Context: an optimization exercise on an open-source flow, tuned for small area, a short achievable clock period and few clock cycles. The choices shown serve that exercise and are no tape-out recipe.
The RTL was checked by simulation tests, not by an equivalence proof against the original design.

==> job 4384: inputs <==
## kalman_tilt_angle_filter_unit
module kalman_tilt_angle_filter_unit
#(
  parameter int DATA_WIDTH = DataWidthDef,
  parameter int FRAC_BITS  = FracBitsDef
) (
  input  logic                    clk_i,
  input  logic                    rst_ni,
  input  logic                    s_axis_tvalid,
  output logic                    s_axis_tready,
  input  logic [2*DATA_WIDTH-1:0] s_axis_tdata,
  output logic                    m_axis_tvalid,
  input  logic                    m_axis_tready,
  output logic [2*DATA_WIDTH-1:0] m_axis_tdata,
  input  logic                    cfg_we_i,
  input  logic [IdxBits-1:0]      cfg_idx_i,
  input  logic [CfgBits-1:0]      cfg_data_i
);
==> flow/config.mk <==
export PLATFORM = sky130hd
export DESIGN_NAME = kalman_tilt_angle_filter_unit
export DESIGN_NICKNAME = kalman_tilt_angle_filter_unit
export VERILOG_FILES = /design/flow/design.v
export SDC_FILE = /design/flow/constraint.sdc
export NUM_CORES = 4
export LEC_CHECK = 0
export CAP_MARGIN = 20
export CORE_MARGIN = 2
export CORE_UTILIZATION = 35
export PLACE_DENSITY = 0.5
export SLEW_MARGIN = 20
==> flow/constraint.sdc <==
create_clock -name core_clock -period 22.0 [get_ports {clk_i}]
set_input_delay 4.4000 -clock core_clock [delete_from_list [all_inputs] [get_ports {clk_i}]]
set_output_delay 4.4000 -clock core_clock [all_outputs]
set_load 0.01 [all_outputs]
run.sh (not shown) runs the stock make flow with config.mk's settings and CLKGATE_MAP_FILE= SYNTH_SCRIPT=/design/flow/synth_recipe.tcl, a recipe that flattens the netlist after the stock synthesis.
==> job 3264 (differences from job 4384) <==
--- a/flow/design.v
+++ b/flow/design.v
@@ -53,16 +53,10 @@
   logic signed [32:0] n00_q;
   logic signed [31:0] n01_q;
   logic signed [31:0] gyr_q;
   logic signed [32:0] mes_q;
   logic        rdy_q, vld_q, smp_q;
-  logic [63:0] o_q;        
-  logic        relp2_q;    
-  logic        ratep_q;    
-  logic        relrt_q;    
-  logic        angp_q;     
-  logic        d2p_q;      
   logic        epos_q;     
   logic        eps_q;      
   logic        erdy_q;     
   logic        m2wb_q;     
   logic        dec_q;      
@@ -77,12 +71,11 @@
   logic [1:0]  mcnt_q;
   logic [31:0] ma_q, mb_q, ms_q, mc_q;
   logic        mneg_q;
   logic        pbv_q, pbneg_q;
   logic [3:0]  pbop_q;
-  logic [31:0] pbs_q, pbc_q, pbl_q;   
-  logic [31:0] pbh;
+  logic [31:0] pbh_q, pbl_q;
   logic        drun_q, dfirst_q, dneg_q;
   logic [3:0]  dcnt_q;
   logic [3:0]  dtgt_q;
   logic [31:0] dr_q, ed_q;
   logic [33:0] e3_q;       
@@ -90,11 +83,11 @@
   logic        qv_q, qneg_q, qovf_q;
   logic [3:0]  qtgt_q;
   logic [32:0] qq_q;       
   assign s_axis_tready = rdy_q;
   assign m_axis_tvalid = vld_q;
-  assign m_axis_tdata  = o_q;
+  assign m_axis_tdata  = {gyr_q, ang_q};
   always_ff @(posedge clk_i or negedge rst_ni) begin
     if (!rst_ni) begin
       qa_q <= QAngleRst;
       qb_q <= QBiasRst;
       rr_q <= RRst[23:7];
@@ -122,11 +115,11 @@
   assign a1_sum  = 33'(p00_q) + 33'(c1_q);
   assign err_sum = mes_q - 33'(ang_q);
   assign a4_sum  = 33'(p11_q) + 33'(c4_q);
   assign a4_sat  = (a4_sum > 33'sd2147483647) ? 32'sh7fffffff : a4_sum[31:0];
   logic dlast, dacc;
-  logic d_ovf, dskip20, dskip16, dskip12;
+  logic d_ovf, dskip16, dskip8;
   logic [3:0] dcnt_n;
   logic [31:0] dv_r;
   logic [35:0] dv_d;
   logic [33:0] dx4;
   logic [34:0] df1, df2, df3;
@@ -142,25 +135,20 @@
       else if (!df2[34]) begin dv_r = df2[31:0]; dv_d = {dv_d[33:0], 2'd2}; end
       else if (!df1[34]) begin dv_r = df1[31:0]; dv_d = {dv_d[33:0], 2'd1}; end
       else               begin dv_r = dx4[31:0]; dv_d = {dv_d[33:0], 2'd0}; end
     end
     d_ovf   = dfirst_q && (dr_q >= ed_q);
-    dskip20 = (dr_q[31:12] == 20'd0) && ({dr_q[11:0], dd_q[35:16]} < ed_q) && (dcnt_q <= 4'd4);
     dskip16 = (dr_q[31:16] == 16'd0) && ({dr_q[15:0], dd_q[35:20]} < ed_q) && (dcnt_q <= 4'd5);
-    dskip12 = (dr_q[31:20] == 12'd0) && ({dr_q[19:0], dd_q[35:24]} < ed_q) && (dcnt_q <= 4'd6);
-    if (dskip20) begin
-      dv_r   = {dr_q[11:0], dd_q[35:16]};
-      dv_d   = {dd_q[15:0], 20'd0};
-      dcnt_n = dcnt_q + 4'd5;
-    end else if (dskip16) begin
+    dskip8  = (dr_q[31:24] == 8'd0) && ({dr_q[23:0], dd_q[35:28]} < ed_q) && (dcnt_q <= 4'd7);
+    if (dskip16) begin
       dv_r   = {dr_q[15:0], dd_q[35:20]};
       dv_d   = {dd_q[19:0], 16'd0};
       dcnt_n = dcnt_q + 4'd4;
-    end else if (dskip12) begin
-      dv_r   = {dr_q[19:0], dd_q[35:24]};
-      dv_d   = {dd_q[23:0], 12'd0};
-      dcnt_n = dcnt_q + 4'd3;
+    end else if (dskip8) begin
+      dv_r   = {dr_q[23:0], dd_q[35:28]};
+      dv_d   = {dd_q[27:0], 8'd0};
+      dcnt_n = dcnt_q + 4'd2;
     end else begin
       dcnt_n = dcnt_q + 4'd1;
     end
     dlast = drun_q && (d_ovf || dcnt_n == 4'd9);
     dacc  = !drun_q || dlast;    
@@ -168,13 +156,12 @@
   logic pb_m, pb_p, mwb, xfer, dec, pb_free;
   always_comb begin
     pb_m = pbv_q && (pbop_q == OP_C1 || pbop_q == OP_C4 || pbop_q == OP_M3 ||
                      pbop_q == OP_M2 || pbop_q == OP_M5);
     pb_p = pbv_q && !pb_m;
-    mwb  = pb_m && (pbop_q != OP_M2 || !a1p_q) && (pbop_q != OP_M5 || eps_q || !vld_q);
-    dec  = pb_p && (pbop_q == OP_P1) && smp_q && erdy_q && !dec_q &&
-           (epos_q ? dacc : (!d2p_q || (qv_q && qtgt_q == OP_P2)));
+    mwb  = pb_m && (pbop_q != OP_M2 || !a1p_q);
+    dec  = pb_p && (pbop_q == OP_P1) && smp_q && erdy_q && !dec_q;
     xfer = pb_p && dacc && ((pbop_q == OP_P1) ? (dec && epos_q) : 1'b1);
     pb_free = !pbv_q || mwb || xfer || (dec && !epos_q);
   end
   logic [3:0] mst;         
   logic       mlong, mfin, mstart, mcond;
@@ -237,22 +224,21 @@
       cs_out[j] = ts[0];
       cs_s = {1'b0, ts[31:1]};
       cs_c = tc;
     end
   end
-  assign pbh = pbs_q + pbc_q;
   logic signed [34:0] mx, myx, msum;
   logic               mr;
   logic signed [31:0] msat;
   always_comb begin
     mx  = '0;
-    myx = 35'(pbh[31:8]);
-    mr  = pbh[7];
+    myx = 35'(pbh_q[31:8]);
+    mr  = pbh_q[7];
     case (pbop_q)
-      OP_M3:   begin mx = 35'(p01_q); myx = 35'(pbh); mr = pbl_q[31]; end
-      OP_M2:   begin mx = 35'(n00_q); myx = 35'({pbh[30:0], pbl_q[31]}); mr = pbl_q[30]; end
-      OP_M5:   begin mx = 35'(ang_q); myx = 35'(pbh); mr = pbl_q[31]; end
+      OP_M3:   begin mx = 35'(p01_q); myx = 35'(pbh_q); mr = pbl_q[31]; end
+      OP_M2:   begin mx = 35'(n00_q); myx = 35'({pbh_q[30:0], pbl_q[31]}); mr = pbl_q[30]; end
+      OP_M5:   begin mx = 35'(ang_q); myx = 35'(pbh_q); mr = pbl_q[31]; end
       default: ;
     endcase
     msum = mx + (pbneg_q ? ~myx : myx) + 35'(pbneg_q ^ mr);
     if (msum > SatHi)      msat = 32'sh7fffffff;
     else if (msum < SatLo) msat = 32'sh80000000;
@@ -278,15 +264,10 @@
   assign a1_go = a1p_q && !np2_q && !nd5_q && cval_q;
   always_ff @(posedge clk_i or negedge rst_ni) begin
     if (!rst_ni) begin
       rdy_q  <= 1'b1;
       vld_q  <= 1'b0;
-      relp2_q <= 1'b0;
-      ratep_q <= 1'b0;
-      relrt_q <= 1'b0;
-      angp_q  <= 1'b0;
-      d2p_q   <= 1'b0;
       smp_q  <= 1'b0;
       cval_q <= 1'b0;
       mpc_q  <= OP_C1;
       mrun_q <= 1'b0;
       pbv_q  <= 1'b0;
@@ -308,31 +289,18 @@
     end else begin
       if (s_axis_tvalid && rdy_q) begin
         rdy_q <= 1'b0;
         smp_q <= 1'b1;
       end
-      if (vld_q && m_axis_tready) vld_q <= 1'b0;
-      if (ratep_q && !vld_q) begin
-        ratep_q <= 1'b0;
-        relrt_q <= 1'b1;
-      end
-      if (relp2_q && relrt_q) begin
-        relp2_q <= 1'b0;
-        rdy_q   <= 1'b1;
-      end
-      if (angp_q && relrt_q) begin
-        angp_q  <= 1'b0;
-        relrt_q <= 1'b0;
-        vld_q   <= 1'b1;
+      if (vld_q && m_axis_tready) begin
+        vld_q <= 1'b0;
+        rdy_q <= 1'b1;
       end
       if (mstart) begin
         mrun_q <= 1'b1;
         mpc_q  <= mpc_n;
-        if (mst == OP_P2) begin
-          np2_q   <= 1'b0;
-          relp2_q <= 1'b1;
-        end
+        if (mst == OP_P2) np2_q <= 1'b0;
       end else if (mfin) begin
         mrun_q <= 1'b0;
       end
       if (mfin)         pbv_q <= 1'b1;
       else if (pb_free) pbv_q <= 1'b0;
@@ -342,14 +310,12 @@
       if (mwb) begin
         case (pbop_q)
           OP_C4: cval_q <= 1'b1;
           OP_M5: begin
             ang_q <= msat;
-            if (!eps_q) begin
-              vld_q <= 1'b1;
-              rdy_q <= 1'b1;
-            end else errp_q <= 1'b1;
+            if (!eps_q) vld_q <= 1'b1;
+            else errp_q <= 1'b1;
           end
           default: ;
         endcase
       end
       if (dec) begin
@@ -357,11 +323,10 @@
         smp_q  <= 1'b0;
         erdy_q <= 1'b0;
         a1p_q  <= 1'b1;
         np2_q  <= epos_q;
         nd5_q  <= epos_q;
-        d2p_q  <= epos_q;
         p11_q  <= a4_sat;                  
         if (!epos_q) begin                 
           p00_q <= n00_q[31:0];
           p01_q <= n01_q;
         end
@@ -374,25 +339,19 @@
       else if (dlast) drun_q <= 1'b0;
       qv_q <= dlast;
       if (qv_q) begin
         case (qtgt_q)
           OP_P1:   p11_q  <= dsat;
-          OP_P3: begin
-            bias_q  <= dsat;
-            ratep_q <= 1'b1;
-          end
-          OP_P2: begin
-            ang_q  <= dsat;
-            angp_q <= 1'b1;
-            d2p_q  <= 1'b0;
-          end
+          OP_P3:   bias_q <= dsat;
+          OP_P2:   ang_q  <= dsat;
           OP_P4:   p01_q  <= dsat;
           default: begin
             p00_q <= dsat;
             nd5_q <= 1'b0;
           end
         endcase
+        if (qtgt_q == OP_P2) vld_q <= 1'b1;
       end
       if (cfg_we_i) begin
         cval_q <= 1'b0;
         mpc_q  <= OP_C1;
         mrun_q <= 1'b0;
@@ -428,26 +387,25 @@
       mcnt_q <= mcnt_q + 2'd1;
     end
     if (mfin) begin
       pbop_q  <= mop_q;
       pbneg_q <= mneg_q;
-      pbs_q   <= cs_s;
-      pbc_q   <= cs_c;
+      pbh_q   <= cs_s + cs_c;
       pbl_q   <= {cs_out, mb_q[31:8]};
     end
     if (mwb) begin
       case (pbop_q)
         OP_C1: c1_q <= msum[16:0];
         OP_C4: c4_q <= msum[16:0];
         OP_M3: n01_q <= msat;
         OP_M2: n00_q <= 33'(msat);
-        OP_M5: if (!eps_q) o_q <= {g_sat, msat};
+        OP_M5: if (!eps_q) gyr_q <= g_sat;
         default: ;
       endcase
     end
     if (xfer) begin
-      dr_q     <= pbh;
+      dr_q     <= pbh_q;
       dd_q     <= {pbl_q, 4'd0};
       dneg_q   <= pbneg_q;
       dtgt_q   <= pbop_q;
       dcnt_q   <= '0;
       dfirst_q <= 1'b1;
@@ -465,10 +423,9 @@
       qq_q   <= dv_d[35:3];
       qneg_q <= dneg_q;
       qovf_q <= d_ovf;
       qtgt_q <= dtgt_q;
     end
-    if (ratep_q && !vld_q) o_q[63:32] <= g_sat;
-    if (angp_q && relrt_q) o_q[31:0] <= ang_q;
+    if (qv_q && qtgt_q == OP_P2) gyr_q <= g_sat;
   end
 endmodule
 `default_nettype wire
==> job 1138 (differences from job 4384) <==
--- a/flow/design.v
+++ b/flow/design.v
@@ -58,11 +58,11 @@
   logic [63:0] o_q;        
   logic        relp2_q;    
   logic        ratep_q;    
   logic        relrt_q;    
   logic        angp_q;     
-  logic        d2p_q;      
+  logic [1:0]  d2c_q;      
   logic        epos_q;     
   logic        eps_q;      
   logic        erdy_q;     
   logic        m2wb_q;     
   logic        dec_q;      
@@ -77,13 +77,14 @@
   logic [1:0]  mcnt_q;
   logic [31:0] ma_q, mb_q, ms_q, mc_q;
   logic        mneg_q;
   logic        pbv_q, pbneg_q;
   logic [3:0]  pbop_q;
-  logic [31:0] pbs_q, pbc_q, pbl_q;   
-  logic [31:0] pbh;
-  logic        drun_q, dfirst_q, dneg_q;
+  logic [1:0]  pbk_q;     
+  logic [31:0] pbh_q, pbl_q;   
+  logic        drun_q, dfirst_q, dneg_q, dovf_q;
+  logic signed [32:0] en_q;   
   logic [3:0]  dcnt_q;
   logic [3:0]  dtgt_q;
   logic [31:0] dr_q, ed_q;
   logic [33:0] e3_q;       
   logic [35:0] dd_q;
@@ -122,16 +123,37 @@
   assign a1_sum  = 33'(p00_q) + 33'(c1_q);
   assign err_sum = mes_q - 33'(ang_q);
   assign a4_sum  = 33'(p11_q) + 33'(c4_q);
   assign a4_sat  = (a4_sum > 33'sd2147483647) ? 32'sh7fffffff : a4_sum[31:0];
   logic dlast, dacc;
-  logic d_ovf, dskip20, dskip16, dskip12;
+  logic d_ovf;
   logic [3:0] dcnt_n;
   logic [31:0] dv_r;
   logic [35:0] dv_d;
   logic [33:0] dx4;
   logic [34:0] df1, df2, df3;
+  logic [31:0] ex;         
+  logic [7:0]  zok;        
+  logic [67:0] rdx;        
+  logic [67:0] rds;
+  logic [3:0]  g0;
+  always_comb begin
+    ex  = (pbop_q == OP_P1) ? en_q[31:0] : ed_q;
+    case (pbk_q)
+      2'd0:    rdx = {27'd0, pbh_q, pbl_q[31:24], 1'b0};
+      2'd1:    rdx = {19'd0, pbh_q, pbl_q[31:16], 1'b0};
+      2'd2:    rdx = {11'd0, pbh_q, pbl_q[31:8], 1'b0};
+      default: rdx = {3'd0, pbh_q, pbl_q, 1'b0};
+    endcase
+    for (int k = 0; k < 8; k++)
+      zok[k] = (rdx[67 -: 32] >> (32 - 4 * k)) == 32'd0 && 32'(rdx >> (36 - 4 * k)) < ex;
+    zok[0] = rdx[64:33] < ex;      
+    g0 = 4'd0;
+    for (int k = 1; k < 8; k++)
+      if (zok[k]) g0 = 4'(k);
+    rds = rdx << (4 * g0);
+  end
   always_comb begin
     dv_r = dr_q;
     dv_d = dd_q;
     for (int j = 0; j < 2; j++) begin
       dx4  = {dv_r, dv_d[35:34]};
@@ -141,45 +163,28 @@
       if (!df3[34])      begin dv_r = df3[31:0]; dv_d = {dv_d[33:0], 2'd3}; end
       else if (!df2[34]) begin dv_r = df2[31:0]; dv_d = {dv_d[33:0], 2'd2}; end
       else if (!df1[34]) begin dv_r = df1[31:0]; dv_d = {dv_d[33:0], 2'd1}; end
       else               begin dv_r = dx4[31:0]; dv_d = {dv_d[33:0], 2'd0}; end
     end
-    d_ovf   = dfirst_q && (dr_q >= ed_q);
-    dskip20 = (dr_q[31:12] == 20'd0) && ({dr_q[11:0], dd_q[35:16]} < ed_q) && (dcnt_q <= 4'd4);
-    dskip16 = (dr_q[31:16] == 16'd0) && ({dr_q[15:0], dd_q[35:20]} < ed_q) && (dcnt_q <= 4'd5);
-    dskip12 = (dr_q[31:20] == 12'd0) && ({dr_q[19:0], dd_q[35:24]} < ed_q) && (dcnt_q <= 4'd6);
-    if (dskip20) begin
-      dv_r   = {dr_q[11:0], dd_q[35:16]};
-      dv_d   = {dd_q[15:0], 20'd0};
-      dcnt_n = dcnt_q + 4'd5;
-    end else if (dskip16) begin
-      dv_r   = {dr_q[15:0], dd_q[35:20]};
-      dv_d   = {dd_q[19:0], 16'd0};
-      dcnt_n = dcnt_q + 4'd4;
-    end else if (dskip12) begin
-      dv_r   = {dr_q[19:0], dd_q[35:24]};
-      dv_d   = {dd_q[23:0], 12'd0};
-      dcnt_n = dcnt_q + 4'd3;
-    end else begin
-      dcnt_n = dcnt_q + 4'd1;
-    end
+    d_ovf  = dfirst_q && dovf_q;
+    dcnt_n = dcnt_q + 4'd1;
     dlast = drun_q && (d_ovf || dcnt_n == 4'd9);
     dacc  = !drun_q || dlast;    
   end
   logic pb_m, pb_p, mwb, xfer, dec, pb_free;
   always_comb begin
     pb_m = pbv_q && (pbop_q == OP_C1 || pbop_q == OP_C4 || pbop_q == OP_M3 ||
                      pbop_q == OP_M2 || pbop_q == OP_M5);
     pb_p = pbv_q && !pb_m;
     mwb  = pb_m && (pbop_q != OP_M2 || !a1p_q) && (pbop_q != OP_M5 || eps_q || !vld_q);
     dec  = pb_p && (pbop_q == OP_P1) && smp_q && erdy_q && !dec_q &&
-           (epos_q ? dacc : (!d2p_q || (qv_q && qtgt_q == OP_P2)));
+           (epos_q ? dacc : (d2c_q == 2'd0 || (d2c_q == 2'd1 && qv_q && qtgt_q == OP_P2)));
     xfer = pb_p && dacc && ((pbop_q == OP_P1) ? (dec && epos_q) : 1'b1);
     pb_free = !pbv_q || mwb || xfer || (dec && !epos_q);
   end
   logic [3:0] mst;         
-  logic       mlong, mfin, mstart, mcond;
+  logic       mlong, mlast, mfin, mstart, mcond;
   logic [3:0] mpc_n;
   always_comb begin
     mst = mpc_q;
     if (mpc_q == OP_P4 && !eps_q) mst = OP_M5;
     case (mpc_q)
@@ -188,11 +193,20 @@
       OP_P3:   mcond = errd_q;
       default: mcond = 1'b1;
     endcase
     mlong  = (mop_q == OP_P1) || (mop_q == OP_P4) || (mop_q == OP_P5) ||
              (mop_q == OP_P3) || (mop_q == OP_P2);
-    mfin   = mrun_q && (mcnt_q == (mlong ? 2'd3 : 2'd2)) && pb_free;
+    if (mlong)
+      case (mcnt_q)
+        2'd0:    mlast = mb_q[31:8] == 24'd0;
+        2'd1:    mlast = mb_q[23:8] == 16'd0;
+        2'd2:    mlast = mb_q[15:8] == 8'd0;
+        default: mlast = 1'b1;
+      endcase
+    else
+      mlast = mcnt_q == 2'd2;
+    mfin   = mrun_q && mlast && pb_free;
     mstart = (!mrun_q || mfin) && mcond && !(mpc_q == OP_P4 && !dec_q);
     case (mst)
       OP_C1:   mpc_n = OP_C4;
       OP_C4:   mpc_n = OP_M3;
       OP_M3:   mpc_n = OP_M2;
@@ -213,11 +227,11 @@
       OP_C4:   begin sa = 33'(qb_q); end
       OP_M3:   begin sa = 33'(p11_q); inv_n = 1'b1; end
       OP_M2:   begin sa = 33'(p01_q); inv_n = 1'b1; end
       OP_M5:   begin sa = g; end
       OP_P1:   begin sa = 33'(n01_q); sb = 33'(n01_q); inv_n = 1'b1; end
-      OP_P4:   begin sa = 33'(n01_q); sb = n00_q; inv_n = 1'b1; end
+      OP_P4:   begin sa = n00_q; sb = 33'(n01_q); inv_n = 1'b1; end
       OP_P5:   begin sa = n00_q;      sb = n00_q; inv_n = 1'b1; end
       OP_P3:   begin sa = mes_q;      sb = 33'(n01_q); end
       OP_P2:   begin sa = mes_q;      sb = n00_q; end
       default: ;
     endcase
@@ -237,22 +251,21 @@
       cs_out[j] = ts[0];
       cs_s = {1'b0, ts[31:1]};
       cs_c = tc;
     end
   end
-  assign pbh = pbs_q + pbc_q;
   logic signed [34:0] mx, myx, msum;
   logic               mr;
   logic signed [31:0] msat;
   always_comb begin
     mx  = '0;
-    myx = 35'(pbh[31:8]);
-    mr  = pbh[7];
+    myx = 35'(pbh_q[31:8]);
+    mr  = pbh_q[7];
     case (pbop_q)
-      OP_M3:   begin mx = 35'(p01_q); myx = 35'(pbh); mr = pbl_q[31]; end
-      OP_M2:   begin mx = 35'(n00_q); myx = 35'({pbh[30:0], pbl_q[31]}); mr = pbl_q[30]; end
-      OP_M5:   begin mx = 35'(ang_q); myx = 35'(pbh); mr = pbl_q[31]; end
+      OP_M3:   begin mx = 35'(p01_q); myx = 35'(pbh_q); mr = pbl_q[31]; end
+      OP_M2:   begin mx = 35'(n00_q); myx = 35'({pbh_q[30:0], pbl_q[31]}); mr = pbl_q[30]; end
+      OP_M5:   begin mx = 35'(ang_q); myx = 35'(pbh_q); mr = pbl_q[31]; end
       default: ;
     endcase
     msum = mx + (pbneg_q ? ~myx : myx) + 35'(pbneg_q ^ mr);
     if (msum > SatHi)      msat = 32'sh7fffffff;
     else if (msum < SatLo) msat = 32'sh80000000;
@@ -282,11 +295,11 @@
       vld_q  <= 1'b0;
       relp2_q <= 1'b0;
       ratep_q <= 1'b0;
       relrt_q <= 1'b0;
       angp_q  <= 1'b0;
-      d2p_q   <= 1'b0;
+      d2c_q   <= 2'd0;
       smp_q  <= 1'b0;
       cval_q <= 1'b0;
       mpc_q  <= OP_C1;
       mrun_q <= 1'b0;
       pbv_q  <= 1'b0;
@@ -357,11 +370,10 @@
         smp_q  <= 1'b0;
         erdy_q <= 1'b0;
         a1p_q  <= 1'b1;
         np2_q  <= epos_q;
         nd5_q  <= epos_q;
-        d2p_q  <= epos_q;
         p11_q  <= a4_sat;                  
         if (!epos_q) begin                 
           p00_q <= n00_q[31:0];
           p01_q <= n01_q;
         end
@@ -371,21 +383,21 @@
       if (errp_q) errd_q <= 1'b1;
       if (mstart && mst == OP_P2) errd_q <= 1'b0;
       if (xfer)       drun_q <= 1'b1;
       else if (dlast) drun_q <= 1'b0;
       qv_q <= dlast;
+      d2c_q <= d2c_q + 2'(dec && epos_q) - 2'(qv_q && qtgt_q == OP_P2);
       if (qv_q) begin
         case (qtgt_q)
           OP_P1:   p11_q  <= dsat;
           OP_P3: begin
             bias_q  <= dsat;
             ratep_q <= 1'b1;
           end
           OP_P2: begin
             ang_q  <= dsat;
             angp_q <= 1'b1;
-            d2p_q  <= 1'b0;
           end
           OP_P4:   p01_q  <= dsat;
           default: begin
             p00_q <= dsat;
             nd5_q <= 1'b0;
@@ -408,10 +420,11 @@
     if (rdy_q) begin
       gyr_q <= s_axis_tdata[63:32];
       mes_q <= {s_axis_tdata[31], s_axis_tdata[31:0]};
     end
     epos_q <= e_pos;
+    en_q   <= e_n;
     if (dec) eps_q <= epos_q;
     if (a1_go) n00_q <= a1_sum;
     if (errp_q) mes_q <= err_sum;
     if (mstart) begin
       mop_q  <= mst;
@@ -419,21 +432,21 @@
       mb_q   <= sb_mag[31:0];
       mneg_q <= sa[32] ^ sb[32] ^ inv_n;
       ms_q   <= '0;
       mc_q   <= '0;
       mcnt_q <= '0;
-    end else if (mrun_q && !(mcnt_q == (mlong ? 2'd3 : 2'd2))) begin
+    end else if (mrun_q && !mlast) begin
       ms_q   <= cs_s;
       mc_q   <= cs_c;
       mb_q   <= {cs_out, mb_q[31:8]};
       mcnt_q <= mcnt_q + 2'd1;
     end
     if (mfin) begin
       pbop_q  <= mop_q;
       pbneg_q <= mneg_q;
-      pbs_q   <= cs_s;
-      pbc_q   <= cs_c;
+      pbh_q   <= cs_s + cs_c;
+      pbk_q   <= mcnt_q;
       pbl_q   <= {cs_out, mb_q[31:8]};
     end
     if (mwb) begin
       case (pbop_q)
         OP_C1: c1_q <= msum[16:0];
@@ -443,28 +456,29 @@
         OP_M5: if (!eps_q) o_q <= {g_sat, msat};
         default: ;
       endcase
     end
     if (xfer) begin
-      dr_q     <= pbh;
-      dd_q     <= {pbl_q, 4'd0};
+      dr_q     <= rds[67:36];
+      dd_q     <= rds[35:0];
       dneg_q   <= pbneg_q;
       dtgt_q   <= pbop_q;
-      dcnt_q   <= '0;
+      dcnt_q   <= g0;
       dfirst_q <= 1'b1;
+      dovf_q   <= !zok[0];
       if (pbop_q == OP_P1) begin
-        ed_q <= e_n[31:0];
-        e3_q <= 34'(e_n[31:0]) + {1'b0, e_n[31:0], 1'b0};
+        ed_q <= en_q[31:0];
+        e3_q <= 34'(en_q[31:0]) + {1'b0, en_q[31:0], 1'b0};
       end
     end else if (drun_q) begin
       dfirst_q <= 1'b0;
       dcnt_q   <= dcnt_n;
       dr_q     <= dv_r;
       dd_q     <= dv_d;
     end
     if (dlast) begin
-      qq_q   <= dv_d[35:3];
+      qq_q   <= dv_d[32:0];       
       qneg_q <= dneg_q;
       qovf_q <= d_ovf;
       qtgt_q <= dtgt_q;
     end
     if (ratep_q && !vld_q) o_q[63:32] <= g_sat;
==> results.txt <==
item	job 4384	job 1138	job 3264
Outcome	complete, no violations	complete, no violations	complete, no violations
Global Route met3 Usage	5.15%	6.06%	6.16%
Largest net degree at the start of global routing	83	87	139
Arrival time at the worst endpoint	10.18 ns	10.24 ns	9.89 ns
Clock buffers and inverters, area share	4.68%	4.28%	4.53%
Number of buffers created by CTS	112	113	101
Die outline width	468 µm	481 µm	456 µm
Buffer count excluding the clock tree in the final layout	374	376	307
Inverter count	485	525	507
Share of synthesized area occupied by flip-flops and latches	33.5%	31.5%	30.6%
Sink Count	920	926	820
Post-place instance area	81000 µm²	85400 µm²	76300 µm²
Routed WL	340 mm	355 mm	318 mm
Start of the worst register-to-register path	dd_q[34]	ed_q[1]	dd_q[34]
Detailed Place HPWL	265 mm	279 mm	246 mm
Multiplexer share of the synthesized area	4.25%	5.87%	4.33%
Launching instance or port of the critical path	dd_q[34]	ed_q[1]	dd_q[34]
Testbench counts of job 4384, summed over its fixed seeds: cycles 12,583.
Testbench counts of job 3264, summed over its fixed seeds: cycles 13,888.
Testbench counts of job 1138, summed over its fixed seeds: cycles 8,866.

-- port drivers added, routing unchanged --
The flow's constraints put no driver on any port. The routed layouts listed below were extracted and timed again, unchanged, in two steps. Step 1 sets driving cells, clkbuf_16 on the clock port and buf_2 on the other inputs (assumed; they add their load-dependent delay and slew). Step 2 adds t to the input delays and takes it off the output delays; t is the mean of the earliest and latest rising clock arrival at the registers after step 1. Input paths then give back, and output paths get back, about the clock's delay inside the block. Three values: ideal ports, drivers, drivers and shift; two values: the first two.
| run | t (ns) | setup WS [ns] | worst data-port slew with drivers (ns) |
|---|---|---|---|
| job 4384 | 0.879 | 12.420 / 12.420 / 12.420 | 0.09 |
| job 3264 | 0.832 | 12.617 / 12.617 / 12.617 | 0.07 |
| job 1138 | 0.876 | 12.276 / 12.276 / 12.276 | 0.10 |
After both steps every run listed still meets setup and hold.
